This is an optimization exercise on Yosys and OpenROAD, whose aim is small area, a short achievable clock period and few clock cycles per item, not a production implementation. Where RTL was checked, it was by simulation tests only, not by an equivalence proof against the original. Function not checked in runs 1 and 4 to 6: the RTL went through the layout flow alone.

===== design/flow/config.mk =====
export PLATFORM = sky130hd
export DESIGN_NAME = size_latency_histogram
export DESIGN_NICKNAME = size_latency_histogram
export VERILOG_FILES = /design/flow/design.v
export SDC_FILE = /design/flow/constraint.sdc
export NUM_CORES = 4
export LEC_CHECK = 0
export CAP_MARGIN = 20
export CORE_MARGIN = 2
export CORE_UTILIZATION = 40
export SLEW_MARGIN = 20

===== design/flow/constraint.sdc =====
create_clock -name core_clock -period 8.0 [get_ports {clk}]
set_input_delay 1.6000 -clock core_clock [delete_from_list [all_inputs] [get_ports {clk}]]
set_output_delay 1.6000 -clock core_clock [all_outputs]
set_load 0.01 [all_outputs]

===== design/flow/design.v =====
package slh_pkg;
	localparam int BIN_W   = 2;
	localparam int SIZE_W  = 40;
	localparam int TIME_W  = 32;
	localparam int MSEC_W  = 10;
	localparam int COUNT_W = 16;
	localparam logic [1:0] REQ_RECORD = 2'd0;
	localparam logic [1:0] REQ_CLEAR  = 2'd1;
	localparam logic [1:0] REQ_READ   = 2'd2;
	localparam logic [1:0] OP_EMPTY = 2'd0;   
	localparam logic [1:0] OP_COUNT = 2'd1;   
	localparam logic [1:0] OP_CLEAR = 2'd2;   
	localparam logic [1:0] OP_READ  = 2'd3;   
endpackage
module slh_front (
	input  logic        clk,
	input  logic        arst_n,
	input  logic        take,
	input  logic [1:0]  req_type,
	input  logic [39:0] bytes_sent,
	input  logic [31:0] launch_sec,
	input  logic [9:0]  launch_msec,
	input  logic [31:0] now_sec,
	input  logic [9:0]  now_msec,
	input  logic [1:0]  read_size_bin,
	input  logic [1:0]  read_time_bin,
	input  logic        cfg_we,
	input  logic [2:0]  cfg_index,
	input  logic [39:0] cfg_data,
	output logic        ent_valid,
	output logic [5:0]  ent
);
	logic [39:0] size_lim_q [4];
	logic [31:0] time_lim_q [4];
	logic [3:0]  size_set_q;
	logic [3:0]  time_set_q;
	always_ff @(posedge clk or negedge arst_n) begin
		if (!arst_n) begin
			size_set_q <= '0;
			time_set_q <= '0;
		end else if (cfg_we) begin
			if (!cfg_index[2]) size_set_q[cfg_index[1:0]] <= 1'b1;
			else               time_set_q[cfg_index[1:0]] <= 1'b1;
		end
	end
	always_ff @(posedge clk) begin
		if (cfg_we) begin
			if (!cfg_index[2]) size_lim_q[cfg_index[1:0]] <= cfg_data;
			else               time_lim_q[cfg_index[1:0]] <= cfg_data[31:0];
		end
	end
	logic [3:0]         size_hit;
	logic signed [32:0] ds;
	logic signed [10:0] dm;
	always_comb begin
		for (int i = 0; i < 4; i++)
			size_hit[i] = !size_set_q[i] || (bytes_sent <= size_lim_q[i]);
		ds = $signed({1'b0, now_sec}) - $signed({1'b0, launch_sec});
		dm = $signed({1'b0, now_msec}) - $signed({1'b0, launch_msec});
	end
	logic               v1_q;
	logic [1:0]         typ1_q;
	logic [3:0]         rb1_q;
	logic [3:0]         hit1_q;
	logic signed [23:0] ds1_q;
	logic               far1_q;    
	logic               neg1_q;    
	logic signed [10:0] dm1_q;
	always_ff @(posedge clk or negedge arst_n) begin
		if (!arst_n) v1_q <= 1'b0;
		else         v1_q <= take;
	end
	always_ff @(posedge clk) begin
		typ1_q <= req_type;
		rb1_q  <= {read_size_bin, read_time_bin};
		hit1_q <= size_hit;
		ds1_q  <= ds[23:0];
		far1_q <= !((&ds[32:23]) || !(|ds[32:23]));
		neg1_q <= ds[32];
		dm1_q  <= dm;
	end
	logic signed [33:0] el;
	logic               el_neg;
	logic               el_big;    
	logic               s_found;
	logic [1:0]         s_sel;
	always_comb begin
		el     = 34'(ds1_q) * 34'sd1000 + 34'(dm1_q);
		el_neg = far1_q ? neg1_q : el[33];
		el_big = far1_q ? !neg1_q : (!el[33] && el[32]);
		s_found = |hit1_q;
		s_sel   = hit1_q[0] ? 2'd0 : hit1_q[1] ? 2'd1 : hit1_q[2] ? 2'd2 : 2'd3;
	end
	logic        v2_q;
	logic [1:0]  typ2_q;
	logic [3:0]  rb2_q;
	logic        sf2_q;
	logic [1:0]  ss2_q;
	logic [31:0] el2_q;
	logic        neg2_q;
	logic        big2_q;
	always_ff @(posedge clk or negedge arst_n) begin
		if (!arst_n) v2_q <= 1'b0;
		else         v2_q <= v1_q;
	end
	always_ff @(posedge clk) begin
		typ2_q <= typ1_q;
		rb2_q  <= rb1_q;
		sf2_q  <= s_found;
		ss2_q  <= s_sel;
		el2_q  <= el[31:0];
		neg2_q <= el_neg;
		big2_q <= el_big;
	end
	logic [3:0] time_hit;
	logic       t_found;
	logic [1:0] t_sel;
	always_comb begin
		for (int j = 0; j < 4; j++)
			time_hit[j] = neg2_q || (!big2_q && (!time_set_q[j] || el2_q <= time_lim_q[j]));
		t_found = |time_hit;
		t_sel   = time_hit[0] ? 2'd0 : time_hit[1] ? 2'd1 : time_hit[2] ? 2'd2 : 2'd3;
		case (typ2_q)
			slh_pkg::REQ_RECORD: ent = (sf2_q && t_found) ? {slh_pkg::OP_COUNT, ss2_q, t_sel} :
				{slh_pkg::OP_EMPTY, 4'd0};
			slh_pkg::REQ_CLEAR:  ent = {slh_pkg::OP_CLEAR, 4'd0};
			slh_pkg::REQ_READ:   ent = {slh_pkg::OP_READ, rb2_q};
			default:             ent = {slh_pkg::OP_EMPTY, 4'd0};
		endcase
	end
	assign ent_valid = v2_q;
endmodule
module slh_queue (
	input  logic       clk,
	input  logic       arst_n,
	input  logic       in_valid,
	output logic       in_stall,
	output logic       take,
	input  logic       ent_valid,
	input  logic [5:0] ent,
	input  logic       pop,
	output logic       head_valid,
	output logic [5:0] head
);
	localparam int CAP = 4;    
	logic [5:0] mem_q [3];
	logic [1:0] wr_q;
	logic [1:0] rd_q;
	logic [1:0] cnt_q;
	logic       hv_q;
	logic [5:0] head_q;
	logic [2:0] busy_q;        
	logic       stall_q;
	logic       load;
	logic       qempty;
	logic       qpush;
	logic       qpop;
	assign in_stall   = stall_q;
	assign take       = in_valid && !stall_q;
	assign head_valid = hv_q;
	assign head       = head_q;
	assign load   = !hv_q || pop;
	assign qempty = (cnt_q == 2'd0);
	assign qpop   = load && !qempty;
	assign qpush  = ent_valid && !(load && qempty);
	always_ff @(posedge clk) begin
		if (qpush) mem_q[wr_q] <= ent;
	end
	always_ff @(posedge clk) begin
		if (load) head_q <= qempty ? ent : mem_q[rd_q];
	end
	always_ff @(posedge clk or negedge arst_n) begin
		if (!arst_n) begin
			wr_q    <= '0;
			rd_q    <= '0;
			cnt_q   <= '0;
			hv_q    <= 1'b0;
			busy_q  <= '0;
			stall_q <= 1'b0;
		end else begin
			if (qpush) wr_q <= (wr_q == 2'd2) ? 2'd0 : wr_q + 2'd1;
			if (qpop)  rd_q <= (rd_q == 2'd2) ? 2'd0 : rd_q + 2'd1;
			cnt_q <= cnt_q + 2'(qpush) - 2'(qpop);
			if (load) hv_q <= !qempty || ent_valid;
			busy_q  <= busy_q + 3'(take) - 3'(pop);
			stall_q <= (busy_q + 3'(take) - 3'(pop)) >= 3'(CAP);
		end
	end
endmodule
module slh_back (
	input  logic        clk,
	input  logic        arst_n,
	input  logic        head_valid,
	input  logic [5:0]  head,
	output logic        pop,
	output logic        out_valid,
	input  logic        out_stall,
	output logic        out_counted,
	output logic [1:0]  out_size_bin,
	output logic [1:0]  out_time_bin,
	output logic [15:0] out_count_value
);
	logic [15:0] cnt_q [16];
	logic [15:0] live_q;
	logic        ov_q;
	logic [20:0] od_q;
	logic [1:0]  op;
	logic [3:0]  idx;
	logic [15:0] cur;
	logic [15:0] inc;
	logic [20:0] res;
	assign op  = head[5:4];
	assign idx = head[3:0];
	assign pop = head_valid && (!ov_q || !out_stall);
	assign out_valid = ov_q;
	assign {out_counted, out_size_bin, out_time_bin, out_count_value} = od_q;
	always_comb begin
		cur = '0;
		for (int i = 0; i < 16; i++)
			cur = cur | ({16{live_q[i] && (idx == 4'(i))}} & cnt_q[i]);
		inc = cur + 16'd1;
		case (op)
			slh_pkg::OP_COUNT: res = {1'b1, idx, inc};
			slh_pkg::OP_READ:  res = {1'b0, idx, cur};
			default:           res = '0;
		endcase
	end
	always_ff @(posedge clk) begin
		for (int i = 0; i < 16; i++)
			if (pop && op == slh_pkg::OP_COUNT && idx == 4'(i))
				cnt_q[i] <= inc;
	end
	always_ff @(posedge clk or negedge arst_n) begin
		if (!arst_n) begin
			live_q <= '0;
		end else if (pop) begin
			if (op == slh_pkg::OP_CLEAR)
				live_q <= '0;
			else if (op == slh_pkg::OP_COUNT)
				live_q[idx] <= 1'b1;
		end
	end
	always_ff @(posedge clk or negedge arst_n) begin
		if (!arst_n)        ov_q <= 1'b0;
		else if (pop)       ov_q <= 1'b1;
		else if (!out_stall) ov_q <= 1'b0;
	end
	always_ff @(posedge clk) begin
		if (pop) od_q <= res;
	end
endmodule
module size_latency_histogram (
	input  logic        clk,
	input  logic        arst_n,
	input  logic        in_valid,
	output logic        in_stall,
	input  logic [1:0]  in_req_type,
	input  logic [39:0] in_bytes_sent,
	input  logic [31:0] in_launch_sec,
	input  logic [9:0]  in_launch_msec,
	input  logic [31:0] in_now_sec,
	input  logic [9:0]  in_now_msec,
	input  logic [1:0]  in_read_size_bin,
	input  logic [1:0]  in_read_time_bin,
	output logic        out_valid,
	input  logic        out_stall,
	output logic        out_counted,
	output logic [1:0]  out_size_bin,
	output logic [1:0]  out_time_bin,
	output logic [15:0] out_count_value,
	input  logic        cfg_we,
	input  logic [2:0]  cfg_index,
	input  logic [39:0] cfg_data
);
	logic       take;
	logic       ent_valid;
	logic [5:0] ent;
	logic       pop;
	logic       head_valid;
	logic [5:0] head;
	slh_front u_front (
		.clk           (clk),
		.arst_n        (arst_n),
		.take          (take),
		.req_type      (in_req_type),
		.bytes_sent    (in_bytes_sent),
		.launch_sec    (in_launch_sec),
		.launch_msec   (in_launch_msec),
		.now_sec       (in_now_sec),
		.now_msec      (in_now_msec),
		.read_size_bin (in_read_size_bin),
		.read_time_bin (in_read_time_bin),
		.cfg_we        (cfg_we),
		.cfg_index     (cfg_index),
		.cfg_data      (cfg_data),
		.ent_valid     (ent_valid),
		.ent           (ent)
	);
	slh_queue u_queue (
		.clk        (clk),
		.arst_n     (arst_n),
		.in_valid   (in_valid),
		.in_stall   (in_stall),
		.take       (take),
		.ent_valid  (ent_valid),
		.ent        (ent),
		.pop        (pop),
		.head_valid (head_valid),
		.head       (head)
	);
	slh_back u_back (
		.clk             (clk),
		.arst_n          (arst_n),
		.head_valid      (head_valid),
		.head            (head),
		.pop             (pop),
		.out_valid       (out_valid),
		.out_stall       (out_stall),
		.out_counted     (out_counted),
		.out_size_bin    (out_size_bin),
		.out_time_bin    (out_time_bin),
		.out_count_value (out_count_value)
	);
endmodule

===== design/flow/run.sh =====
#!/bin/bash
# synth_recipe.tcl (not shown) runs the flow's synth.tcl, then flattens the netlist and writes it again
# the make line also repeats each setting of config.mk as NAME=value (left out here)
make -C /OpenROAD-flow-scripts/flow DESIGN_CONFIG=/design/flow/config.mk WORK_HOME=/design/flow/orfs CLKGATE_MAP_FILE= SYNTH_SCRIPT=/design/flow/synth_recipe.tcl finish

==> results of run 1 <==
[worst max-delay path: cells and delay by family, from the launching register on]
kind,cells,cell delay (ns)
adders and majority gates,6,2.58
and+or+nand+nor,5,0.62
buffers and inverters,4,0.28
DFF,1,0.44
AOI/OAI and AO/OA,13,2.61
xor gates and xnor gates,2,0.28
[layer usage]
layer  part of all wire (%)  track usage [%]
met1                     44             24.7
met2                     48             32.4
met3                    5.0             2.62
met4                    2.1             5.03
met5                  0.038                0
[final timing paths]
path                                              end  cells past startpoint  slack [ns]
worst max-delay path                   u_front.big2_q                     30        1.09
worst min-delay path                 u_front.el2_q[1]                      0        0.32
worst max register to register         u_front.big2_q                     30        1.09
worst min register to register       u_front.el2_q[1]                      0        0.32
max in group asynchronous       u_front.time_set_q[0]                      2        6.48
min in group asynchronous           u_queue.busy_q[1]                      2        1.06
[synthesized netlist by cell type (all sizes together), types with 68 or more instances]
library cell,instances
a21o,104
a21oi,159
a22oi,75
dfxtp,90
edfxtp,589
fa,94
ha,463
inv,597
nand2,101
nand4,68
nor2,142
o21ai,103
xnor2,70
[cell type report]
cell class / count / share of cell area, %
timing repair buffer: 243 / 5.16
tap: 1287 / 3.50
multi-input combinational: 1952 / 36.4
antenna: 2 / 0.0109
inverter: 597 / 4.87
clock buffer: 94 / 4.53
sequential: 716 / 44.4
clock inverter: 50 / 1.19
[cells by family after synthesis]
kind of cell,after synthesis,synth area share (%)
xor+xnor,106,2.37
fa+ha+maj,557,19.4
mux,11,0.281
simple gates,604,8.15
flops,716,51.6
buf+inv,651,6.56
compound gates,674,11.6
[registers in the layout, summed over array words and instances (netlist names), 6 cells and up]
signal,cells
u_back.cnt_q,256
u_back.live_q,16
u_back.od_q,21
u_front.dm1_q,11
u_front.ds1_q,24
u_front.el2_q,32
u_front.size_lim_q,160
u_front.time_lim_q,128
u_queue.head_q,6
u_queue.mem_q,18
[stage by stage]
| step | std cells | cell area, um^2 | setup WS (ns) | hold WS (ns) | utilization (%) |
|---|---|---|---|---|---|
| global placement | 4789 | 43200 | 1.26 | 0.312 | 43.9 |
| floorplan | 3319 | 39600 | 1.73 | 0.310 | - |
| finish | 4941 | 46000 | 1.09 | 0.325 | 46.8 |
| CTS | 4936 | 45900 | 1.09 | 0.326 | 46.7 |
| detailed placement | 4792 | 43200 | 1.12 | 0.312 | 44.0 |
| global route | 4940 | 46000 | 0.609 | 0.336 | 46.8 |
==> run summary, run 1 <==
TritonCTS clock tree done; final slew viol count 0; RSZ-0062 raised after global routing no; initial antenna violation count 9; multi-input logic area 16,700 um^2; status timing/DRC/antenna clean; drt pass-1 iters 7; Final period util about 86%; Slew @ Worst Pin 1.07 ns; Row Count 115; Post-Syn Instances about 3,300; DRC 0; share of cells above drive strength 1 under 10%; share of the synthesized area in the top cell type 44.7%; most frequent cells in the layout inv_1, edfxtp_1, ha_1; Yosys reg bits around 720; I/O pin count roughly 200; crit end category register; clock sink count 716; largest net degree at the start of global routing between 40 and 50; GR Util All Layers a little under a fifth; Die H 318 um; share of flip-flops with an asynchronous set or reset 5.17%; slowest cell delay on critical path about 0.55 ns; setup TNS 0 ns; reg-to-reg startpoint u_front.ds1_q[3]; first-pass GRT wire length 147,000 um; Hold Startpoint u_front.dm1_q[1]; commonest non-fill, non-tap cell in the layout inv_1; H-tree levels 3; initial core utilization approximately two fifths; Num CTS Buffers just under 80; Clock Tree Buf Depth 3; Worst Skew ~0.026 ns; nets 4,323; Vias/cell between 5 and 6; CTS root buffer clkbuf_16; cell area after synthesis 39,600 um^2; Max Freq between 0.1 and 0.15 GHz; Die ar. 101,000 um^2; drt wl/cell 19.3 um; Crit. Startpoint u_front.ds1_q[3]; class of the tightest hold or removal check register to register; MaxCap Viol Count 0; Skew-Pair Late Insertion Delay 0.65 ns; CP Class register to register; Post-CTS Setup Inserts 0; Port Buffer Count 200; grt ovf 0; EDFF count, synth 589; Crit-path slowest cell fa_1; Synth Flop Type edfxtp_1; die width 318 um; Hold Buf Count CTS 0; Fin. Hold Viols 0; Initial DRC Count 1,626; CTS clock-pin slew for the worst setup and hold paths around 0.060 ns; Vias 25,530; Core Area between 90,000 and 100,000 um^2; DRT antenna net count 0; FILL cells 8,855; Seq/Total Area, Yosys 51.6%; post-synthesis cell type count 94; Post-Route WL 95,300 um; Area Growth Syn to Fin 16.3%; CP Data Arrival Time ~7.4 ns; crit path max fanout 6; CP required 8.53 ns; yosys synthesis warning count 4; # setup viols final 0; post-cts sizing count 0; crit start category register; mean post-synth cell area 11.9 um^2; Storage cell area just over 20,000 um^2; number of global-route vias before repair 25,788; top post-synthesis cells by area edfxtp_1, ha_1, inv_1, fa_1, dfxtp_1; Slew HR approximately 29%; area leader, netlist edfxtp_1; post-layout min period 6.91 ns; RD Place Congestion roughly 0.83; post-DP HPWL around 67,000 um
==> run 2, diff against run 1 <==
--- a/design/flow/design.v
+++ b/design/flow/design.v
@@ -12,6 +12,70 @@
 	localparam logic [1:0] OP_CLEAR = 2'd2;   
 	localparam logic [1:0] OP_READ  = 2'd3;   
 endpackage
+module slh_le #(
+	parameter int W = 8
+) (
+	input  logic [W-1:0] a,
+	input  logic [W-1:0] b,
+	output logic         le
+);
+	localparam int LV = $clog2(W + 1);
+	localparam int NP = 1 << LV;
+	logic [NP-1:0] g [LV+1];
+	logic [NP-1:0] p [LV+1];
+	always_comb begin
+		g[0] = '0;
+		p[0] = '1;
+		g[0][0] = 1'b1;
+		for (int i = 0; i < W; i++) begin
+			g[0][i+1] = b[i] & ~a[i];
+			p[0][i+1] = b[i] | ~a[i];
+		end
+		for (int l = 0; l < LV; l++) begin
+			g[l+1] = '0;
+			p[l+1] = '0;
+			for (int i = 0; i < (NP >> (l + 1)); i++) begin
+				g[l+1][i] = g[l][2*i+1] | (p[l][2*i+1] & g[l][2*i]);
+				p[l+1][i] = p[l][2*i+1] & p[l][2*i];
+			end
+		end
+		le = g[LV][0];
+	end
+endmodule
+module slh_add #(
+	parameter int W = 8
+) (
+	input  logic [W-1:0] a,
+	input  logic [W-1:0] b,
+	input  logic         ci,
+	output logic [W-1:0] y
+);
+	localparam int LV = $clog2(W + 1);
+	localparam int NP = 1 << LV;
+	logic [NP-1:0] g [LV+1];
+	logic [NP-1:0] p [LV+1];
+	always_comb begin
+		g[0] = '0;
+		p[0] = '0;
+		g[0][0] = ci;
+		for (int i = 0; i < W; i++) begin
+			g[0][i+1] = a[i] & b[i];
+			p[0][i+1] = a[i] ^ b[i];
+		end
+		for (int l = 0; l < LV; l++) begin
+			g[l+1] = g[l];
+			p[l+1] = p[l];
+			for (int i = 0; i < NP; i++) begin
+				if ((i >> l) & 1) begin
+					g[l+1][i] = g[l][i] | (p[l][i] & g[l][((i >> l) << l) - 1]);
+					p[l+1][i] = p[l][i] & p[l][((i >> l) << l) - 1];
+				end
+			end
+		end
+		for (int i = 0; i < W; i++)
+			y[i] = p[0][i+1] ^ g[LV][i];
+	end
+endmodule
 module slh_front (
 	input  logic        clk,
 	input  logic        arst_n,
@@ -49,14 +113,18 @@
 			else               time_lim_q[cfg_index[1:0]] <= cfg_data[31:0];
 		end
 	end
+	logic [3:0]         size_le;
 	logic [3:0]         size_hit;
 	logic signed [32:0] ds;
 	logic signed [10:0] dm;
+	for (genvar i = 0; i < 4; i++) begin : g_size
+		slh_le #(.W(40)) u_le (.a(bytes_sent), .b(size_lim_q[i]), .le(size_le[i]));
+	end
+	slh_add #(.W(33)) u_ds (.a({1'b0, now_sec}), .b({1'b1, ~launch_sec}), .ci(1'b1), .y(ds));
+	slh_add #(.W(11)) u_dm (.a({1'b0, now_msec}), .b({1'b1, ~launch_msec}), .ci(1'b1), .y(dm));
 	always_comb begin
 		for (int i = 0; i < 4; i++)
-			size_hit[i] = !size_set_q[i] || (bytes_sent <= size_lim_q[i]);
-		ds = $signed({1'b0, now_sec}) - $signed({1'b0, launch_sec});
-		dm = $signed({1'b0, now_msec}) - $signed({1'b0, launch_msec});
+			size_hit[i] = !size_set_q[i] || size_le[i];
 	end
 	logic               v1_q;
 	logic [1:0]         typ1_q;
@@ -84,8 +152,20 @@
 	logic               el_big;    
 	logic               s_found;
 	logic [1:0]         s_sel;
+	logic [33:0]        t0, t1, t2, t3;
+	logic [33:0]        s0, c0, s1, c1;
+	always_comb begin
+		t0 = {ds1_q, 10'd0};
+		t1 = 34'(dm1_q);
+		t2 = ~(34'(ds1_q) << 5);       
+		t3 = 34'(ds1_q) << 3;
+		s0 = t0 ^ t1 ^ t2;
+		c0 = ((t0 & t1) | (t0 & t2) | (t1 & t2)) << 1;
+		s1 = s0 ^ c0 ^ t3;
+		c1 = ((s0 & c0) | (s0 & t3) | (c0 & t3)) << 1;
+	end
+	slh_add #(.W(34)) u_el (.a(s1), .b(c1), .ci(1'b1), .y(el));
 	always_comb begin
-		el     = 34'(ds1_q) * 34'sd1000 + 34'(dm1_q);
 		el_neg = far1_q ? neg1_q : el[33];
 		el_big = far1_q ? !neg1_q : (!el[33] && el[32]);
 		s_found = |hit1_q;
@@ -112,12 +192,16 @@
 		neg2_q <= el_neg;
 		big2_q <= el_big;
 	end
+	logic [3:0] time_le;
 	logic [3:0] time_hit;
 	logic       t_found;
 	logic [1:0] t_sel;
+	for (genvar j = 0; j < 4; j++) begin : g_time
+		slh_le #(.W(32)) u_le (.a(el2_q), .b(time_lim_q[j]), .le(time_le[j]));
+	end
 	always_comb begin
 		for (int j = 0; j < 4; j++)
-			time_hit[j] = neg2_q || (!big2_q && (!time_set_q[j] || el2_q <= time_lim_q[j]));
+			time_hit[j] = neg2_q || (!big2_q && (!time_set_q[j] || time_le[j]));
 		t_found = |time_hit;
 		t_sel   = time_hit[0] ? 2'd0 : time_hit[1] ? 2'd1 : time_hit[2] ? 2'd2 : 2'd3;
 		case (typ2_q)
--- a/design/flow/config.mk
+++ b/design/flow/config.mk
@@ -8,4 +8,5 @@
 export CAP_MARGIN = 20
 export CORE_MARGIN = 2
 export CORE_UTILIZATION = 40
+export SETUP_SLACK_MARGIN = 5
 export SLEW_MARGIN = 20
==> run 2 against run 1 <==
Largest cell class unchanged. Still clean. Worst setup slack improved by 2.3 ns. Highest routed layer is now met4. Non-clock buffer count rose by 282. Register-to-register slack improved by 2.8 ns. Die area fell by 17%. Count of clock-buffer cells in the layout rose by 15.
==> run summary, run 2 <==
status timing/DRC/antenna clean (unchanged); Die ar. 84,300 um^2 (was 101,000 um^2); Final period util 57.1% (was 86.4%); CP Data Arrival Time 5.05 ns (was 7.44 ns); post-route cell area 44,200 um^2 (was 46,000 um^2); Seq/Total Area, Yosys 62.3% (was 51.6%); most frequent cells in the layout edfxtp_1, inv_1, buf_4 (was inv_1, edfxtp_1, ha_1); area leader, netlist edfxtp_1 (unchanged); Hold Buf Count CTS 0 (unchanged); H-tree levels 3 (unchanged); EDFF count, synth 589 (unchanged); first-pass GRT wire length 136,000 um (was 147,000 um); share of flip-flops with an asynchronous set or reset 5.17% (unchanged); Row Count 104 (was 115); Port Buffer Count 200 (unchanged); mean post-synth cell area 13.3 um^2 (was 11.9 um^2); max FFs per register 256 (unchanged); share of cells above drive strength 1 28.8% (was 6.63%); CP Class input port to register (was register to register); Synth Flop Type edfxtp_1 (unchanged); Initial DRC Count 1,723 (was 1,626); TritonCTS clock tree done (unchanged); CTS root buffer clkbuf_16 (unchanged); crit end category register (unchanged); crit path max fanout 2 (was 6); RSZ-0062 raised after global routing yes (was no); Clock Tree Buf Depth 3 (unchanged); MaxCap Viol Count 0 (unchanged); setup TNS 0 ns (unchanged); share of the synthesized area in the top cell type 54.0% (was 44.7%); Vias/cell 5.43 (was 5.17); drt wl/cell 21.9 um (was 19.3 um); DRC 0 (unchanged); Post-Syn Instances 2,470 (was 3,319); initial core utilization 40.6% (was 40.3%); Max Freq 0.219 GHz (was 0.145 GHz); most flop-heavy register u_back.cnt_q (unchanged); Num CTS Buffers 79 (was 78); final slew viol count 0 (unchanged); crit start category input port (was register); Yosys reg bits 716 (unchanged); Vias 22,598 (was 25,530); drt pass-1 iters 6 (was 7); yosys synthesis warning count 19 (was 4); post-layout min period 4.56 ns (was 6.91 ns); die width 290 um (was 318 um); Skew-Pair Late Insertion Delay 0.64 ns (was 0.65 ns); class of the tightest hold or removal check register to register (unchanged); largest net degree at the start of global routing 42 (unchanged); DRT antenna net count 0 (unchanged); Post-Route WL 91,000 um (was 95,300 um); CP required 8.49 ns (was 8.53 ns); Slew @ Worst Pin 1.13 ns (was 1.07 ns); top post-synthesis cells by area edfxtp_1, dfxtp_1, ha_1, fa_1, inv_1 (was edfxtp_1, ha_1, inv_1, fa_1, dfxtp_1); # setup viols final 0 (unchanged); RD Place Congestion 0.857 (was 0.831); cell area after synthesis 32,800 um^2 (was 39,600 um^2); GR Util All Layers 20.9% (was 18.8%); grt ovf 0 (unchanged); number of global-route vias before repair 23,432 (was 25,788); Slew HR 24.8% (was 28.7%); Core Area 80,800 um^2 (was 98,300 um^2); clock sink count 716 (unchanged); commonest non-fill, non-tap cell in the layout edfxtp_1 (was inv_1); initial antenna violation count 3 (was 9); Post-DP Area 37,000 um^2 (was 43,200 um^2); Die H 290 um (was 318 um); Worst Skew 0.0437 ns (was 0.0258 ns); commonest cells in the netlist edfxtp_1, inv_1, nor2_1 (was inv_1, edfxtp_1, ha_1); I/O pin count 201 (unchanged); Area Growth Syn to Fin 34.9% (was 16.3%); CTS clock-pin slew for the worst setup and hold paths 0.06 ns (about the same); count leader, synth edfxtp_1 (was inv_1); post-DP HPWL 56,200 um (was 67,300 um); post-synthesis cell type count 84 (was 94); nets 3,375 (was 4,323); Fin. Hold Viols 0 (unchanged)
-- run 2: cell types whose count changed after synthesis, moves of 53 or more --
cell / previous run / this run
a21oi_1: 156 / 88
a21o_1: 104 / 22
o21ai_0: 99 / 46
inv_1: 597 / 299
o22ai_1: 5 / 58
maj3_1: 0 / 98
ha_1: 463 / 102
-- run 2: logic make-up after synthesis --
logic type	after synthesis	synth area share (%)
buffers and inverters	352	4.10
DFF	716	62.3
AOI/OAI and AO/OA	526	11.7
and+or+nand+nor	502	8.14
muxes	13	0.412
xor gates and xnor gates	86	2.30
adders and majority gates	275	11.1
-- run 2: through the flow --
stage | setup slack, ns | utilization, % | hold WS (ns) | cells
floorplan | 3.18 | - | 0.310 | 2470
CTS | 3.41 | 53.4 | 0.326 | 4097
global placement | 2.36 | 45.7 | 0.314 | 3721
detailed placement | 2.23 | 45.7 | 0.313 | 3721
finish | 3.44 | 54.7 | 0.326 | 4161
global route | 3.30 | 54.7 | 0.334 | 4161
-- run 2: cell type report --
type / count / area [um^2]
clock inverters: 37 / 460
repair buffers: 525 / 5220
multi-input cells: 1406 / 13300
fillers: 6442 / 36600
inverters: 306 / 1200
clock buffers: 109 / 2280
well taps: 1060 / 1330
flip-flops and latches: 716 / 20400
diodes: 2 / 5.00
-- run 2: per-layer routing --
metal  share of wire, %  GRT usage, %
met5                  0             0
met2                 53          38.2
met4                3.1          7.74
met1                 39          24.9
met3                5.2          2.86
-- run 2: critical path, stage by stage --
cell and delay (ns):
buf_2 0.11, ha_4 0.15, or4_4 0.53, o211ai_4 0.21
a211oi_2 0.12, o31a_1 0.36, a211oi_2 0.28, nor2b_1 0.07
nor2_1 0.14, inv_1 0.07, a21oi_2 0.15, fa_1 0.45
nor4b_2 0.23, and3_1 0.19, nand4_1 0.11, mux2_4 0.28
-- run 2: final timing paths --
kind,from,end,slack (ns),depth (start not counted)
worst max-delay path,in_now_sec[6],u_front.far1_q,3.44,16
worst min-delay path,u_front.rb1_q[0],u_front.rb2_q[0],0.33,0
worst max register to register,u_front.dm1_q[10],u_front.big2_q,3.92,15
worst min register to register,u_front.rb1_q[0],u_front.rb2_q[0],0.33,0
max in group asynchronous,arst_n,u_front.time_set_q[0],6.24,1
min in group asynchronous,arst_n,u_back.live_q[4],1.11,1
-- run 2: what timing repair did --
item                                    in CTS  in global routing
endpoints found under the hold margin        0                  0
setup buffers                              221                 59
pin swaps                                  171                135
gates resized for setup                    486                149
gates cloned                                 9                  3
endpoints found under the setup margin     526                492
Testbench counts of run 2, summed over its fixed seeds: cycles 32,032, items 32,000.
==> run 3, diff against run 2 <==
--- a/design/flow/config.mk
+++ b/design/flow/config.mk
@@ -7,6 +7,6 @@
 export LEC_CHECK = 0
 export CAP_MARGIN = 20
 export CORE_MARGIN = 2
-export CORE_UTILIZATION = 40
+export CORE_UTILIZATION = 65
 export SETUP_SLACK_MARGIN = 5
 export SLEW_MARGIN = 20
==> run 3 against run 2 <==
Fmax is 0.32% lower. Worst setup slack worse by 0.015 ns. Register-to-register slack got worse by 0.10 ns. Sequential share of layout area up 0.95 points. Area after synthesis did not move. Count of clock-buffer cells in the layout down 8. Die area shrank 38%. Wire length is 17% higher. Sequential cell count did not move.
==> run summary, run 3 <==
status timing/DRC/antenna clean (unchanged); Skew-Pair Late Insertion Delay 0.65 ns (was 0.64 ns); GR Util met3 6.57% (was 2.86%); max FFs per register 256 (unchanged); Storage cell area 20,400 um^2 (about the same); Die H 229 um (was 290 um); GR met1 Demand/Resource 41.3% (was 24.9%); grt ovf 0 (unchanged); post-DP HPWL 54,200 um (was 56,200 um); Worst path top cell family by delay compound AO/OA/AOI/OAI gates (was simple AND/OR/NAND/NOR gates); share of flip-flops with an asynchronous set or reset 5.17% (unchanged); H-tree levels 3 (unchanged); number of global-route vias before repair 25,020 (was 23,432); mean post-synth cell area 13.3 um^2 (unchanged); Crit-path slowest cell fa_1 (was or4_4); Core Area 50,000 um^2 (was 80,800 um^2); Worst Skew 0.0390 ns (was 0.0437 ns); GRT busiest layer met2 (unchanged); multi-input logic area 13,400 um^2 (was 13,300 um^2); Vias/cell 6.68 (was 5.43); MaxCap Viol Count 0 (unchanged); most frequent cells in the layout edfxtp_1, inv_1, buf_4 (unchanged); RSZ-0062 raised after global routing yes (unchanged); crit end category register (unchanged); Area Growth Syn to Fin 32.1% (was 34.9%); Seq/Total Area, Yosys 62.3% (unchanged); post-layout min period 4.58 ns (was 4.56 ns); Die ar. 52,200 um^2 (was 84,300 um^2); crit path max fanout 3 (was 2); Post-Route WL 107,000 um (was 91,000 um); Clock Tree Buf Depth 3 (unchanged); Port Buffer Count 200 (unchanged); drt wl/cell 28.5 um (was 21.9 um); count leader, synth edfxtp_1 (unchanged); class of the tightest hold or removal check register to register (unchanged); Yosys reg bits 716 (unchanged); WHS Endpoint u_front.typ2_q[0] (was u_front.rb2_q[0]); I/O pin count 201 (unchanged); Slew HR 31.6% (was 24.8%); Max Freq 0.218 GHz (was 0.219 GHz); Final period util 57.2% (was 57.1%); Hold Buf Count CTS 0 (unchanged); hold path depth 0 (unchanged); drt pass-1 iters 8 (was 6); clock sink count 716 (unchanged); Fin. Hold Viols 0 (unchanged); setup TNS 0 ns (unchanged); CTS clock-pin slew for the worst setup and hold paths 0.06 ns (about the same); initial core utilization 65.6% (was 40.6%); Crit path buffers/inverters 3 (was 2); yosys synthesis warning count 19 (unchanged); area leader, netlist edfxtp_1 (unchanged); Post-Syn Instances 2,470 (unchanged); crit start category input port (unchanged); die width 229 um (was 290 um); nets 3,359 (was 3,375); Crit Reg-Reg Endpoint u_front.el2_q[21] (was u_front.big2_q); commonest non-fill, non-tap cell in the layout edfxtp_1 (unchanged); commonest cells in the netlist edfxtp_1, inv_1, nor2_1 (unchanged); Synth Flop Type edfxtp_1 (unchanged); cell area after synthesis 32,800 um^2 (unchanged); share of cells above drive strength 1 28.5% (was 28.8%); Vias 25,018 (was 22,598); Num CTS Buffers 72 (was 79); CP required 8.51 ns (was 8.49 ns); largest net degree at the start of global routing 42 (unchanged); GR Util All Layers 36.0% (was 20.9%); CP Class input port to register (unchanged); first-pass GRT wire length 143,000 um (was 136,000 um); initial antenna violation count 1 (was 3); reg-to-reg startpoint u_front.dm1_q[10] (unchanged); Worst R2R Setup Slack 3.82 ns (was 3.92 ns); Row Count 82 (was 104); Initial DRC Count 3,161 (was 1,723); Worst Reg-to-Reg Cells 22 (was 15); GR Util met2 63.7% (was 38.2%); CTS root buffer clkbuf_16 (unchanged); final slew viol count 0 (unchanged); Hold Startpoint u_front.typ1_q[0] (was u_front.rb1_q[0]); most flop-heavy register u_back.cnt_q (unchanged); CP Data Arrival Time 5.09 ns (was 5.05 ns); top post-synthesis cells by area edfxtp_1, dfxtp_1, ha_1, fa_1, inv_1 (unchanged); crit path cell chain dlygate4sd2_1 > ha_4 > o21ai_4 > a21oi_4 > o211ai_4 > a211oi_2 > o31a_1 > a211oi_2 > nor2b_1 > nor2_1 > inv_1 > a21oi_2 > fa_1 > buf_4 > nand4b_1 > nor2_1 > or4b_1 > mux2_4 (was buf_2 > ha_4 > or4_4 > o211ai_4 > a211oi_2 > o31a_1 > a211oi_2 > nor2b_1 > nor2_1 > inv_1 > a21oi_2 > fa_1 > nor4b_2 > and3_1 > nand4_1 > mux2_4); EDFF count, synth 589 (unchanged); DRT antenna net count 0 (unchanged); RD Place Congestion 0.926 (was 0.857); slowest cell delay on critical path 0.58 ns (was 0.53 ns); # setup viols final 0 (unchanged); Slew @ Worst Pin 1.03 ns (was 1.13 ns); share of the synthesized area in the top cell type 54.0% (unchanged); DRC 0 (unchanged); FILL cells 2,183 (was 6,442); post-synthesis cell type count 84 (unchanged); TritonCTS clock tree done (unchanged)
==> run 3: cell counts after synthesis <==
Identical to the previous run, type by type.
==> run 3: logic make-up after synthesis <==
kind of cell | synth area share, %
xor gates and xnor gates | 2.30
muxes | 0.412
and+or+nand+nor | 8.14
adders and majority gates | 11.1
DFF | 62.3
AOI/OAI and AO/OA | 11.7
buffers and inverters | 4.10
==> run 3: cell type report <==
cell class                      instances  area share (%)
Sequential cell                       716            47.1
Timing Repair Buffer                  513            11.7
Multi-Input combinational cell       1409            31.0
Antenna cell                            1         0.00578
Inverter                              306            2.76
Tap cell                              672            1.94
Clock buffer                          101            4.72
Clock inverter                         30           0.763
==> run 3: worst max-delay path by stage <==
stage,startpoint,to,slack [ns],cells after the start
after floorplan,in_launch_sec[6],u_front.far1_q,3.18,16
after global placement,in_launch_sec[6],u_front.far1_q,2.37,17
after detailed placement,in_launch_sec[6],u_front.far1_q,2.27,17
after CTS,in_launch_sec[4],u_front.far1_q,3.51,17
after global routing,in_now_sec[2],u_front.far1_q,3.27,18
final,in_now_sec[2],u_front.far1_q,3.42,18
==> run 3: routing by layer <==
metal / vias up / wire length (um)
li1: 10332 / -
met1: 12076 / 34400
met2: 1937 / 52400
met3: 673 / 11100
met4: 0 / 8950
met5: - / 0
==> run 3: through the flow <==
stage / setup slack (ns) / cell area [um^2] / hold slack [ns] / utilization (%) / instances
after CTS: 3.51 / 42100 / 0.327 / 84.3 / 3669
after detailed placement: 2.27 / 36500 / 0.314 / 73.0 / 3331
after floorplan: 3.18 / 33600 / 0.310 / - / 2470
final: 3.42 / 43300 / 0.325 / 86.7 / 3748
after global routing: 3.27 / 43300 / 0.335 / 86.7 / 3747
after global placement: 2.37 / 36400 / 0.315 / 72.9 / 3329
==> run 3: worst register-to-register path: stages, from the launching register on <==
cell and delay, ns:
dfxtp_4 0.36, clkinvlp_4 0.12, buf_12 0.17, fa_1 0.52
inv_2 0.04, fa_1 0.55, ha_4 0.22, a21oi_2 0.16
nor2b_1 0.07, o21ai_1 0.14, nand2b_1 0.10, buf_4 0.15
buf_6 0.11, buf_6 0.10, buf_6 0.10, buf_6 0.10
buf_6 0.10, buf_6 0.10, a31o_4 0.20, and2_4 0.16
o21a_1 0.20, nor2_1 0.16, xnor2_1 0.14
==> run 3: repair_timing <==
| item | CTS | global route |
|---|---|---|
| hold endpoints to repair | 0 | 0 |
| gates cloned | 10 | 1 |
| pin swaps | 196 | 143 |
| setup endpoints to repair | 632 | 806 |
| gates resized for setup | 486 | 178 |
| setup buffers | 197 | 77 |
==> run 4, diff against run 3 <==
--- a/design/flow/design.v
+++ b/design/flow/design.v
@@ -113,27 +113,22 @@
 			else               time_lim_q[cfg_index[1:0]] <= cfg_data[31:0];
 		end
 	end
-	logic [3:0]         size_le;
-	logic [3:0]         size_hit;
-	logic signed [32:0] ds;
-	logic signed [10:0] dm;
+	logic [3:0]  size_le;
+	logic [42:0] w;
+	logic        far;
 	for (genvar i = 0; i < 4; i++) begin : g_size
 		slh_le #(.W(40)) u_le (.a(bytes_sent), .b(size_lim_q[i]), .le(size_le[i]));
 	end
-	slh_add #(.W(33)) u_ds (.a({1'b0, now_sec}), .b({1'b1, ~launch_sec}), .ci(1'b1), .y(ds));
-	slh_add #(.W(11)) u_dm (.a({1'b0, now_msec}), .b({1'b1, ~launch_msec}), .ci(1'b1), .y(dm));
-	always_comb begin
-		for (int i = 0; i < 4; i++)
-			size_hit[i] = !size_set_q[i] || size_le[i];
-	end
-	logic               v1_q;
-	logic [1:0]         typ1_q;
-	logic [3:0]         rb1_q;
-	logic [3:0]         hit1_q;
-	logic signed [23:0] ds1_q;
-	logic               far1_q;    
-	logic               neg1_q;    
-	logic signed [10:0] dm1_q;
+	slh_sub43 u_w (.a({now_sec, now_msec}), .b({launch_sec, launch_msec}), .y(w));
+	assign far = !((&w[42:34]) || !(|w[42:34]));
+	logic        v1_q;
+	logic [1:0]  typ1_q;
+	logic [3:0]  rb1_q;
+	logic [3:0]  hit1_q;
+	logic [34:0] w1_q;
+	logic        far1_q;
+	logic        neg1_q;
+	logic        dmp1_q;    
 	always_ff @(posedge clk or negedge arst_n) begin
 		if (!arst_n) v1_q <= 1'b0;
 		else         v1_q <= take;
@@ -141,36 +136,22 @@
 	always_ff @(posedge clk) begin
 		typ1_q <= req_type;
 		rb1_q  <= {read_size_bin, read_time_bin};
-		hit1_q <= size_hit;
-		ds1_q  <= ds[23:0];
-		far1_q <= !((&ds[32:23]) || !(|ds[32:23]));
-		neg1_q <= ds[32];
-		dm1_q  <= dm;
-	end
-	logic signed [33:0] el;
-	logic               el_neg;
-	logic               el_big;    
-	logic               s_found;
-	logic [1:0]         s_sel;
-	logic [33:0]        t0, t1, t2, t3;
-	logic [33:0]        s0, c0, s1, c1;
-	always_comb begin
-		t0 = {ds1_q, 10'd0};
-		t1 = 34'(dm1_q);
-		t2 = ~(34'(ds1_q) << 5);       
-		t3 = 34'(ds1_q) << 3;
-		s0 = t0 ^ t1 ^ t2;
-		c0 = ((t0 & t1) | (t0 & t2) | (t1 & t2)) << 1;
-		s1 = s0 ^ c0 ^ t3;
-		c1 = ((s0 & c0) | (s0 & t3) | (c0 & t3)) << 1;
-	end
-	slh_add #(.W(34)) u_el (.a(s1), .b(c1), .ci(1'b1), .y(el));
-	always_comb begin
-		el_neg = far1_q ? neg1_q : el[33];
-		el_big = far1_q ? !neg1_q : (!el[33] && el[32]);
-		s_found = |hit1_q;
-		s_sel   = hit1_q[0] ? 2'd0 : hit1_q[1] ? 2'd1 : hit1_q[2] ? 2'd2 : 2'd3;
-	end
+		hit1_q <= ~size_set_q | size_le;
+		w1_q   <= w[34:0];
+		far1_q <= far;
+		neg1_q <= w[42];
+		dmp1_q <= now_msec >= launch_msec;
+	end
+	logic       sf1;
+	logic [1:0] ss1;
+	assign sf1 = |hit1_q;
+	assign ss1 = hit1_q[0] ? 2'd0 : hit1_q[1] ? 2'd1 : hit1_q[2] ? 2'd2 : 2'd3;
+	logic [34:0] el;
+	logic        el_neg;
+	logic        el_big;
+	slh_el u_el (.w(w1_q), .dmp(dmp1_q), .el(el));
+	assign el_neg = far1_q ? neg1_q : el[34];
+	assign el_big = far1_q ? !neg1_q : (!el[34] && (el[33] || el[32]));
 	logic        v2_q;
 	logic [1:0]  typ2_q;
 	logic [3:0]  rb2_q;
@@ -186,8 +167,8 @@
 	always_ff @(posedge clk) begin
 		typ2_q <= typ1_q;
 		rb2_q  <= rb1_q;
-		sf2_q  <= s_found;
-		ss2_q  <= s_sel;
+		sf2_q  <= sf1;
+		ss2_q  <= ss1;
 		el2_q  <= el[31:0];
 		neg2_q <= el_neg;
 		big2_q <= el_big;
@@ -214,6 +195,29 @@
 	end
 	assign ent_valid = v2_q;
 endmodule
+module slh_sub43 (
+	input  logic [41:0] a,
+	input  logic [41:0] b,
+	output logic [42:0] y
+);
+	slh_add #(.W(43)) u_add (.a({1'b0, a}), .b({1'b1, ~b}), .ci(1'b1), .y(y));
+endmodule
+module slh_el (
+	input  logic [34:0] w,
+	input  logic        dmp,
+	output logic [34:0] el
+);
+	logic [34:0] wh;
+	logic [34:0] t1, t2, s, c;
+	always_comb begin
+		wh = {{10{w[34]}}, w[34:10]};
+		t1 = {~wh[30:0], {4{dmp}}};
+		t2 = {~wh[31:0], {3{dmp}}};
+		s  = w ^ t1 ^ t2;
+		c  = {(w[33:0] & t1[33:0]) | (w[33:0] & t2[33:0]) | (t1[33:0] & t2[33:0]), dmp};
+	end
+	slh_add #(.W(35)) u_add (.a(s), .b(c), .ci(dmp), .y(el));
+endmodule
 module slh_queue (
 	input  logic       clk,
 	input  logic       arst_n,
--- a/design/flow/config.mk
+++ b/design/flow/config.mk
@@ -7,6 +7,10 @@
 export LEC_CHECK = 0
 export CAP_MARGIN = 20
 export CORE_MARGIN = 2
-export CORE_UTILIZATION = 65
+export CORE_UTILIZATION = 60
+export CTS_BUF_LIST = sky130_fd_sc_hd__clkbuf_4 sky130_fd_sc_hd__clkbuf_8
+export CTS_CLUSTER_SIZE = 24
 export SETUP_SLACK_MARGIN = 5
 export SLEW_MARGIN = 20
+export SYNTH_HIERARCHICAL = 1
+export SYNTH_MINIMUM_KEEP_SIZE = 0
==> run 4 against run 3 <==
Largest cell class unchanged. Global-route usage fell by 3.0 points. Core utilization shrank 6.5 points. Wire length is 1.8% lower. Sequential cell count is 1 higher.
==> run summary, run 4 <==
drt wl/cell 25.2 um (was 28.5 um); CTS clock-pin slew for the worst setup and hold paths 0.07 ns (was 0.06 ns); EDFF count, synth 589 (unchanged); cell area after synthesis 34,300 um^2 (was 32,800 um^2); mean post-synth cell area 12.6 um^2 (was 13.3 um^2); Slew HR 27.5% (was 31.6%); crit end category register (unchanged); crit path max fanout 4 (was 3); Vias 26,172 (was 25,018); WHS Endpoint u_front.rb2_q[2] (was u_front.typ2_q[0]); share of the synthesized area in the top cell type 51.5% (was 54.0%); Post-Route WL 105,000 um (was 107,000 um); Yosys reg bits 717 (was 716); share of cells above drive strength 1 33.4% (was 28.5%); yosys synthesis warning count 23 (was 19); Port Buffer Count 200 (unchanged); share of flip-flops with an asynchronous set or reset 5.16% (was 5.17%); TritonCTS clock tree done (unchanged); CP Class input port to register (unchanged); max FFs per register 256 (unchanged); crit path cell chain buf_6 > inv_4 > ha_4 > nand2_4 > or3_4 > or4_4 > a211oi_4 > or2_4 > a22o_4 > o41ai_4 > xnor2_2 > nor4_1 > a31oi_1 (was dlygate4sd2_1 > ha_4 > o21ai_4 > a21oi_4 > o211ai_4 > a211oi_2 > o31a_1 > a211oi_2 > nor2b_1 > nor2_1 > inv_1 > a21oi_2 > fa_1 > buf_4 > nand4b_1 > nor2_1 > or4b_1 > mux2_4); reg-to-reg startpoint u_queue.head_q[0] (was u_front.dm1_q[10]); top post-synthesis cells by area edfxtp_1, dfxtp_1, ha_1, inv_1, dfrtp_1 (was edfxtp_1, dfxtp_1, ha_1, fa_1, inv_1); Die H 243 um (was 229 um); Final period util 46.7% (was 57.2%); Seq/Total Area, Yosys 59.5% (was 62.3%); Worst R2R Setup Slack 4.39 ns (was 3.82 ns); most flop-heavy register u_back.cnt_q (unchanged); count leader, synth edfxtp_1 (unchanged); DRC 0 (unchanged); status timing/DRC/antenna clean (unchanged); slowest cell delay on critical path 0.54 ns (was 0.58 ns); Core Area 56,500 um^2 (was 50,000 um^2); Synth Flop Type edfxtp_1 (unchanged); CP Data Arrival Time 4.32 ns (was 5.09 ns); first-pass GRT wire length 149,000 um (was 143,000 um); setup slack after layout 4.27 ns (was 3.42 ns); Max Freq 0.268 GHz (was 0.218 GHz); Crit Reg-Reg Endpoint u_back.cnt_q[13][13] (was u_front.el2_q[21]); CP required 8.58 ns (was 8.51 ns); initial antenna violation count 13 (was 1); MaxCap Viol Count 0 (unchanged); post-layout min period 3.73 ns (was 4.58 ns); hold path depth 0 (unchanged); Post-DP Area 37,900 um^2 (was 36,500 um^2); Post-Syn Instances 2,716 (was 2,470); Worst Skew 0.0659 ns (was 0.0390 ns); setup TNS 0 ns (unchanged); nets 3,641 (was 3,359); I/O pin count 201 (unchanged); GR Util All Layers 33.0% (was 36.0%); post-synthesis cell type count 116 (was 84); drt pass-1 iters 7 (was 8); hold slack final 0.311 ns (was 0.325 ns); post-place setup slack 3.02 ns (was 2.27 ns); post-route cell area 45,300 um^2 (was 43,300 um^2); Crit-path slowest cell or4_4 (was fa_1); Vias/cell 6.27 (was 6.68); most frequent cells in the layout edfxtp_1, inv_1, buf_4 (unchanged); Area Growth Syn to Fin 32.0% (was 32.1%); die width 243 um (was 229 um); CTS root buffer clkbuf_8 (was clkbuf_16); area leader, netlist edfxtp_1 (unchanged); largest net degree at the start of global routing 42 (unchanged); Slew @ Worst Pin 1.08 ns (was 1.03 ns); Skew-Pair Late Insertion Delay 0.77 ns (was 0.65 ns); commonest cells in the netlist edfxtp_1, inv_1, nor2_1 (unchanged); crit start category input port (unchanged); Worst Reg-to-Reg Cells 14 (was 22); initial core utilization 60.8% (was 65.6%); clock sink count 717 (was 716); number of global-route vias before repair 25,806 (was 25,020); H-tree levels 3 (unchanged); RD Place Congestion 0.925 (was 0.926); FILL cells 3,104 (was 2,183); Num CTS Buffers 113 (was 72); grt ovf 0 (unchanged); Hold Startpoint u_front.rb1_q[2] (was u_front.typ1_q[0]); class of the tightest hold or removal check register to register (unchanged); Row Count 87 (was 82); Die ar. 59,100 um^2 (was 52,200 um^2); commonest non-fill, non-tap cell in the layout edfxtp_1 (unchanged); DRT antenna net count 0 (unchanged); Worst path top cell family by delay simple AND/OR/NAND/NOR gates (was compound AO/OA/AOI/OAI gates); Clock Tree Buf Depth 3 (unchanged); Crit path buffers/inverters 2 (was 3); Fin. Hold Viols 0 (unchanged); final slew viol count 0 (unchanged); Initial DRC Count 2,730 (was 3,161); # setup viols final 0 (unchanged); post-DP HPWL 58,000 um (was 54,200 um); RSZ-0062 raised after global routing yes (unchanged)
-- run 4: layer usage --
metal	track usage (%)	part of all wire (%)	vias up
met5	0	0.056	-
met4	16.7	5.7	8
met3	6.20	9.0	464
met2	57.2	50	1543
met1	39.4	35	12769
li1	-	-	11388
-- run 4: worst register-to-register path, cell delays in order, from the launching register on --
cell and delay [ns]:
edfxtp_1 0.44, inv_2 0.16, ha_4 0.17, buf_4 0.11, and4_4 0.43, a22oi_1 0.17
nand2_2 0.12, a2111oi_4 0.07, buf_4 0.17, a211oi_4 0.56, nand4_1 0.26, buf_4 0.21
nor3_4 0.15, buf_12 0.16, xnor2_4 0.11
-- run 4: cell type report --
class	count	area, um^2	area share, %
Antenna cell	8	20.0	0.0442
Clock buffer	167	2060	4.55
Clock inverter	39	269	0.594
Inverter	395	1570	3.47
Multi-Input combinational cell	1563	14900	32.8
Sequential cell	717	20500	45.2
Tap cell	756	946	2.09
Timing Repair Buffer	526	5080	11.2
-- run 4: worst max-delay path by stage --
stage,from,end,slack (ns),depth (start not counted)
after floorplan,in_now_msec[0],u_front.far1_q,3.99,12
after global placement,in_launch_msec[0],u_front.far1_q,3.05,14
after detailed placement,in_launch_msec[0],u_front.far1_q,3.02,14
after CTS,in_now_sec[9],u_front.far1_q,4.32,13
after global routing,in_launch_sec[7],u_front.far1_q,4.22,13
final,in_launch_sec[8],u_front.far1_q,4.27,13
-- run 4: stage by stage --
stage | instances | utilization (%)
4_1_cts | 4086 | 77.6
6_report | 4171 | 80.2
5_1_grt | 4170 | 80.2
2_1_floorplan | 2717 | -
3_5_place_dp | 3652 | 67.0
3_3_place_gp | 3651 | 67.0
-- run 4: per-module statistics from Yosys, one instance, submodules excluded, a selection --
| module | flip-flops and latches | copies in the design | cell area, um^2 |
|---|---|---|---|
| slh_back | 294 | 1 | 11600 |
| slh_el | 0 | 1 | 896 |
| slh_front | 389 | 1 | 11400 |
| slh_queue | 34 | 1 | 1470 |
| slh_sub43 | 0 | 1 | 165 |
-- run 4: cells by family after synthesis --
group	synth area share, %
xor gates and xnor gates	2.01
buffers and inverters	5.47
and+or+nand+nor	10.4
DFF	59.5
AOI/OAI and AO/OA	14.0
other	0.0219
muxes	0.532
adders and majority gates	8.00
-- run 4: timing repair --
action | CTS | global route
endpoints found under the hold margin | 0 | 0
endpoints found under the setup margin | 440 | 345
hold buffers | 0 | 0
resized for setup | 583 | 210
cloned | 15 | 2
pin swaps | 166 | 174
setup buffers | 213 | 74
==> run 5, diff against run 4 <==
--- a/design/flow/config.mk
+++ b/design/flow/config.mk
@@ -8,8 +8,6 @@
 export CAP_MARGIN = 20
 export CORE_MARGIN = 2
 export CORE_UTILIZATION = 60
-export CTS_BUF_LIST = sky130_fd_sc_hd__clkbuf_4 sky130_fd_sc_hd__clkbuf_8
-export CTS_CLUSTER_SIZE = 24
 export SETUP_SLACK_MARGIN = 5
 export SLEW_MARGIN = 20
 export SYNTH_HIERARCHICAL = 1
==> run 5 against run 4 <==
Area after synthesis unchanged. Non-clock buffer count increased by 3. Wire length decreased by 0.26%. Clock skew down 0.024 ns. Via count is 1.7% lower. Synthesized cell count unchanged. First-iteration DRC count up 2.6%. Still clean. Critical path type unchanged. Core utilization grew 0.76 points. Die area unchanged. Count of clock-buffer cells in the layout shrank 78.
==> run summary, run 5 <==
status timing/DRC/antenna clean (unchanged); largest net degree at the start of global routing 42 (unchanged); yosys synthesis warning count 23 (unchanged); Port Buffer Count 200 (unchanged); # setup viols final 0 (unchanged); multi-input logic area 14,800 um^2 (was 14,900 um^2); TritonCTS clock tree done (unchanged); MaxCap Viol Count 0 (unchanged); share of the synthesized area in the top cell type 51.5% (unchanged); class of the tightest hold or removal check register to register (unchanged); commonest non-fill, non-tap cell in the layout edfxtp_1 (unchanged); post-place setup slack 3.02 ns (unchanged); top post-synthesis cells by area edfxtp_1, dfxtp_1, ha_1, inv_1, dfrtp_1 (unchanged); Initial DRC Count 2,802 (was 2,730); post-synthesis cell type count 116 (unchanged); FILL cells 2,993 (was 3,104); Clock Tree Buf Depth 3 (unchanged); post-route cell area 45,700 um^2 (was 45,300 um^2); crit end category register (unchanged); mean post-synth cell area 12.6 um^2 (unchanged); nets 3,603 (was 3,641); commonest cells in the netlist edfxtp_1, inv_1, nor2_1 (unchanged); Max Freq 0.259 GHz (was 0.268 GHz); CP Class input port to register (unchanged); setup slack after layout 4.14 ns (was 4.27 ns); Crit. Startpoint in_launch_sec[11] (was in_launch_sec[8]); Area Growth Syn to Fin 33.3% (was 32.0%); RD Place Congestion 0.925 (unchanged); I/O pin count 201 (unchanged); Num CTS Buffers 76 (was 113); DRC 0 (unchanged); Skew-Pair Late Insertion Delay 0.65 ns (was 0.77 ns); GR Util All Layers 32.7% (was 33.0%); Yosys reg bits 717 (unchanged); most frequent cells in the layout edfxtp_1, inv_1, buf_4 (unchanged); share of cells above drive strength 1 31.6% (was 33.4%); CP Data Arrival Time 4.39 ns (was 4.32 ns); final slew viol count 0 (unchanged); die width 243 um (unchanged); Die ar. 59,100 um^2 (unchanged); Hold Buf Count CTS 0 (unchanged); reg-to-reg startpoint u_queue.head_q[1] (was u_queue.head_q[0]); Core Area 56,500 um^2 (unchanged); DRT antenna net count 0 (unchanged); Slew @ Worst Pin 1.19 ns (was 1.08 ns); Storage cell area 20,500 um^2 (about the same); number of global-route vias before repair 25,646 (was 25,806); CTS clock-pin slew for the worst setup and hold paths 0.06 ns (was 0.07 ns); initial antenna violation count 10 (was 13); drt wl/cell 25.5 um (was 25.2 um); area leader, netlist edfxtp_1 (unchanged); initial core utilization 60.8% (unchanged); Post-DP Area 37,900 um^2 (unchanged); Hold Startpoint u_front.rb1_q[1] (was u_front.rb1_q[2]); CTS root buffer clkbuf_16 (was clkbuf_8); count leader, synth edfxtp_1 (unchanged); hold slack final 0.327 ns (was 0.311 ns); Fin. Hold Viols 0 (unchanged); Seq/Total Area, Yosys 59.5% (unchanged); RSZ-0062 raised after global routing yes (unchanged); Post-Syn Instances 2,716 (unchanged); post-DP HPWL 58,000 um (unchanged); crit start category input port (unchanged); Post-Route WL 105,000 um (about the same); crit path max fanout 4 (unchanged); clock sink count 717 (unchanged); EDFF count, synth 589 (unchanged); setup TNS 0 ns (unchanged); most flop-heavy register u_back.cnt_q (unchanged); first-pass GRT wire length 147,000 um (was 149,000 um); cell area after synthesis 34,300 um^2 (unchanged); Row Count 87 (unchanged); post-layout min period 3.86 ns (was 3.73 ns); Slew HR 20.1% (was 27.5%); share of flip-flops with an asynchronous set or reset 5.16% (unchanged); max FFs per register 256 (unchanged); grt ovf 0 (unchanged); Worst Skew 0.0421 ns (was 0.0659 ns); Vias 25,716 (was 26,172); CP required 8.53 ns (was 8.58 ns); Synth Flop Type edfxtp_1 (unchanged); H-tree levels 3 (unchanged); Vias/cell 6.27 (about the same); Final period util 48.2% (was 46.7%); drt pass-1 iters 7 (unchanged); Die H 243 um (unchanged)
-- run 5: cell counts after synthesis --
Identical to the previous run, type by type.
-- run 5: worst max-delay path: stages --
cell and delay, ns:
buf_6 0.10, inv_4 0.05, ha_4 0.21, buf_6 0.12, a21oi_2 0.14, nand2_1 0.09, a221o_2 0.42, a22o_1 0.24
or2_4 0.28, a21o_1 0.22, buf_6 0.13, buf_6 0.11, buf_6 0.10, buf_6 0.10, buf_6 0.10, buf_6 0.10
a21oi_2 0.12, xnor2_1 0.14
-- run 5: cell type report --
type / count / share of cell area [%]
Timing Repair Buffer: 529 / 11.5
Clock buffer: 89 / 4.38
Sequential cell: 717 / 44.8
Multi-Input combinational cell: 1559 / 32.4
Antenna cell: 5 / 0.0274
Tap cell: 756 / 2.07
Clock inverter: 51 / 1.31
Inverter: 395 / 3.44
-- run 5: layer usage --
| layer | global-route usage (%) | up-vias | wire length [um] |
|---|---|---|---|
| met3 | 5.67 | 441 | 9000 |
| met2 | 58.2 | 1469 | 53000 |
| met1 | 38.8 | 12519 | 36800 |
| met4 | 14.5 | 8 | 5800 |
| met5 | 0 | - | 63 |
| li1 | - | 11279 | - |
-- run 5: stage by stage --
stage | std cells | utilization, %
after floorplan | 2717 | -
after global placement | 3651 | 67.0
after detailed placement | 3652 | 67.0
after CTS | 4013 | 78.2
after global routing | 4101 | 81.0
final | 4101 | 81.0
-- run 5: cell families after synthesis --
group,count (synthesis),synth area share [%]
buffers and inverters,449,5.47
adder cells (fa/ha/maj),207,8.00
AO/OA/AOI/OAI,609,14.0
other,2,0.0219
XOR/XNOR,78,2.01
multiplexers,17,0.532
flip-flops,717,59.5
AND/OR/NAND/NOR,637,10.4
-- run 5: path summary, 6_finish.rpt --
kind / endpoint / slack [ns] / cells after the start
hold / removal: u_front.rb2_q[1] / 0.33 / 0
max in group asynchronous: u_back.live_q[5] / 6.44 / 2
hold reg to reg: u_front.rb2_q[1] / 0.33 / 0
min in group asynchronous: u_front.size_set_q[3] / 1.01 / 1
setup reg to reg: u_back.od_q[10] / 4.42 / 15
setup / recovery: u_front.w1_q[33] / 4.14 / 18
-- run 5: per-module statistics from Yosys (local to each module, per instance), excerpt --
module / area, um^2 / cells / times used / flops+latches
slh_back: 11600 / 711 / 1 / 294
slh_sub43: 165 / 44 / 1 / 0
slh_el: 896 / 84 / 1 / 0
slh_queue: 1470 / 101 / 1 / 34
slh_front: 11400 / 492 / 1 / 389
-- run 5: repair_timing --
| action | in CTS | in global routing |
|---|---|---|
| resized for setup | 598 | 174 |
| pin swaps | 170 | 171 |
| gates cloned | 7 | 8 |
| setup endpoints to repair | 547 | 514 |
| setup buffers | 214 | 74 |
==> run 6, diff against run 5 <==
--- a/design/flow/config.mk
+++ b/design/flow/config.mk
@@ -7,7 +7,7 @@
 export LEC_CHECK = 0
 export CAP_MARGIN = 20
 export CORE_MARGIN = 2
-export CORE_UTILIZATION = 60
+export CORE_UTILIZATION = 70
 export SETUP_SLACK_MARGIN = 5
 export SLEW_MARGIN = 20
 export SYNTH_HIERARCHICAL = 1
==> run 6 against run 5 <==
Area after synthesis is the same. Synthesized cell count is the same. The run now fails in global routing (5_1_grt).
==> run summary, run 6 <==
Port Buffer Count 200 (unchanged); CTS root buffer clkbuf_16 (unchanged); Synth Flop Type edfxtp_1 (unchanged); I/O pin count 201 (unchanged); share of flip-flops with an asynchronous set or reset 5.16% (unchanged); largest net degree at the start of global routing 42; post-synthesis cell type count 116 (unchanged); grt ovf 15; post-DP HPWL 58,000 um (about the same); yosys synthesis warning count 23 (unchanged); top post-synthesis cells by area edfxtp_1, dfxtp_1, ha_1, inv_1, dfrtp_1 (unchanged); commonest cells in the netlist edfxtp_1, inv_1, nor2_1 (unchanged); Die H 225 um (was 243 um); mean post-synth cell area 12.6 um^2 (unchanged); EDFF count, synth 589 (unchanged); worst setup endpoint GRT u_front.far1_q$_DFF_P_/D; worst ep type sequential cell input; Row Count 81 (was 87); GR Util All Layers 80.7%; clock sink count 717 (unchanged); Num CTS Buffers 73 (was 76); Fail Step global routing (5_1_grt); Post-DP Area 37,700 um^2 (was 37,900 um^2); initial core utilization 70.6% (was 60.8%); count leader, synth edfxtp_1 (unchanged); Clock Tree Buf Depth 3 (unchanged); RD Place Congestion 0.916 (was 0.925); area leader, netlist edfxtp_1 (unchanged); Post-Syn Instances 2,716 (unchanged); status aborted with a tool error (was timing/DRC/antenna clean); die width 225 um (was 243 um); post-place setup slack 3.03 ns (was 3.02 ns); H-tree levels 3 (unchanged); cell area after synthesis 34,300 um^2 (unchanged); Seq/Total Area, Yosys 59.5% (unchanged); Yosys reg bits 717 (unchanged); share of the synthesized area in the top cell type 51.5% (unchanged); Err [ERROR GRT-0232] Routing congestion too high. Check the congestion heatmap in the GUI.
==> run 6: cell counts after synthesis <==
Identical to the previous run, type by type.
==> run 6: per-layer routing <==
layer,GRT usage (%),GRT overflow
met5,59.4,0
met3,72.7,0
met4,76.3,7
met2,92.4,7
met1,79.3,1
==> run 6: how the worst max path moves through the flow <==
stage,startpoint,endpoint,slack [ns],cells after the start
after floorplan,in_now_msec[0],u_front.far1_q,3.99,12
after global placement,in_launch_msec[0],u_front.far1_q,3.07,14
after detailed placement,in_launch_msec[0],u_front.far1_q,3.03,14
after CTS,in_now_sec[7],u_front.far1_q,4.29,12
==> run 6: per-stage QoR <==
stage / instances / hold WS, ns
floorplan: 2717 / 0.310
global placement: 3513 / 0.313
detailed placement: 3513 / 0.317
CTS: 3876 / 0.327
==> run 6: Yosys stat by module, one instance, submodules excluded, a selection <==
module     times used  flip-flops and latches  cells inside  area [um^2]
slh_back            1                     294           711        11600
slh_front           1                     389           492        11400
slh_queue           1                      34           101         1470
slh_el              1                       0            84          896
slh_sub43           1                       0            44          165
==> run 6: cells by family after synthesis <==
| logic type | share of synthesized area, % |
|---|---|
| compound gates | 14.0 |
| xor+xnor | 2.01 |
| fa+ha+maj | 8.00 |
| buf+inv | 5.47 |
| flops | 59.5 |
| mux | 0.532 |
| other cells | 0.0219 |
| simple gates | 10.4 |
==> run 6: what timing repair did <==
action,in CTS
setup buffers,218
gates resized for setup,640
pin swaps,217
cloned,14
hold buffers,0
setup endpoints to repair,572

==> afterwards: timing with drivers on the ports <==
No port has a modelled driver above. Below, the same layouts with a new extraction and two added sets of constraints.
Step 1 assumes that a clkbuf_16 drives the clock port and a buf_2 every other input.
Step 2 times the ports against the registers' clock, not the clock port: input delays grow and output delays shrink by t, the midpoint of the rising clock arrivals with the driver on.
Slacks: ideal / step 1 / step 2; pairs: ideal / step 1.
| run | t (ns) | setup slack, ns | worst slew at a driven data input, ns | pins driven straight from the clock port |
|---|---|---|---|---|
| run 1 | 0.699 | 1.089 / 1.089 / 1.089 | 0.10 | 1 |
| run 2 | 0.685 | 3.435 / 3.455 / 2.769 | 0.09 | 1 |
| run 3 | 0.685 | 3.421 / 3.451 / 2.766 | 0.07 | 1 |
| run 4 | 0.792 | 4.265 / 4.287 / 3.495 | 0.10 | 1 |
| run 5 | 0.689 | 4.142 / 4.171 / 3.483 | 0.10 | 1 |
After both steps setup and hold are still met in every run listed. The setup slack of run 4, which loses most, moves by +0.022 ns with the drivers and by -0.770 ns with both steps.
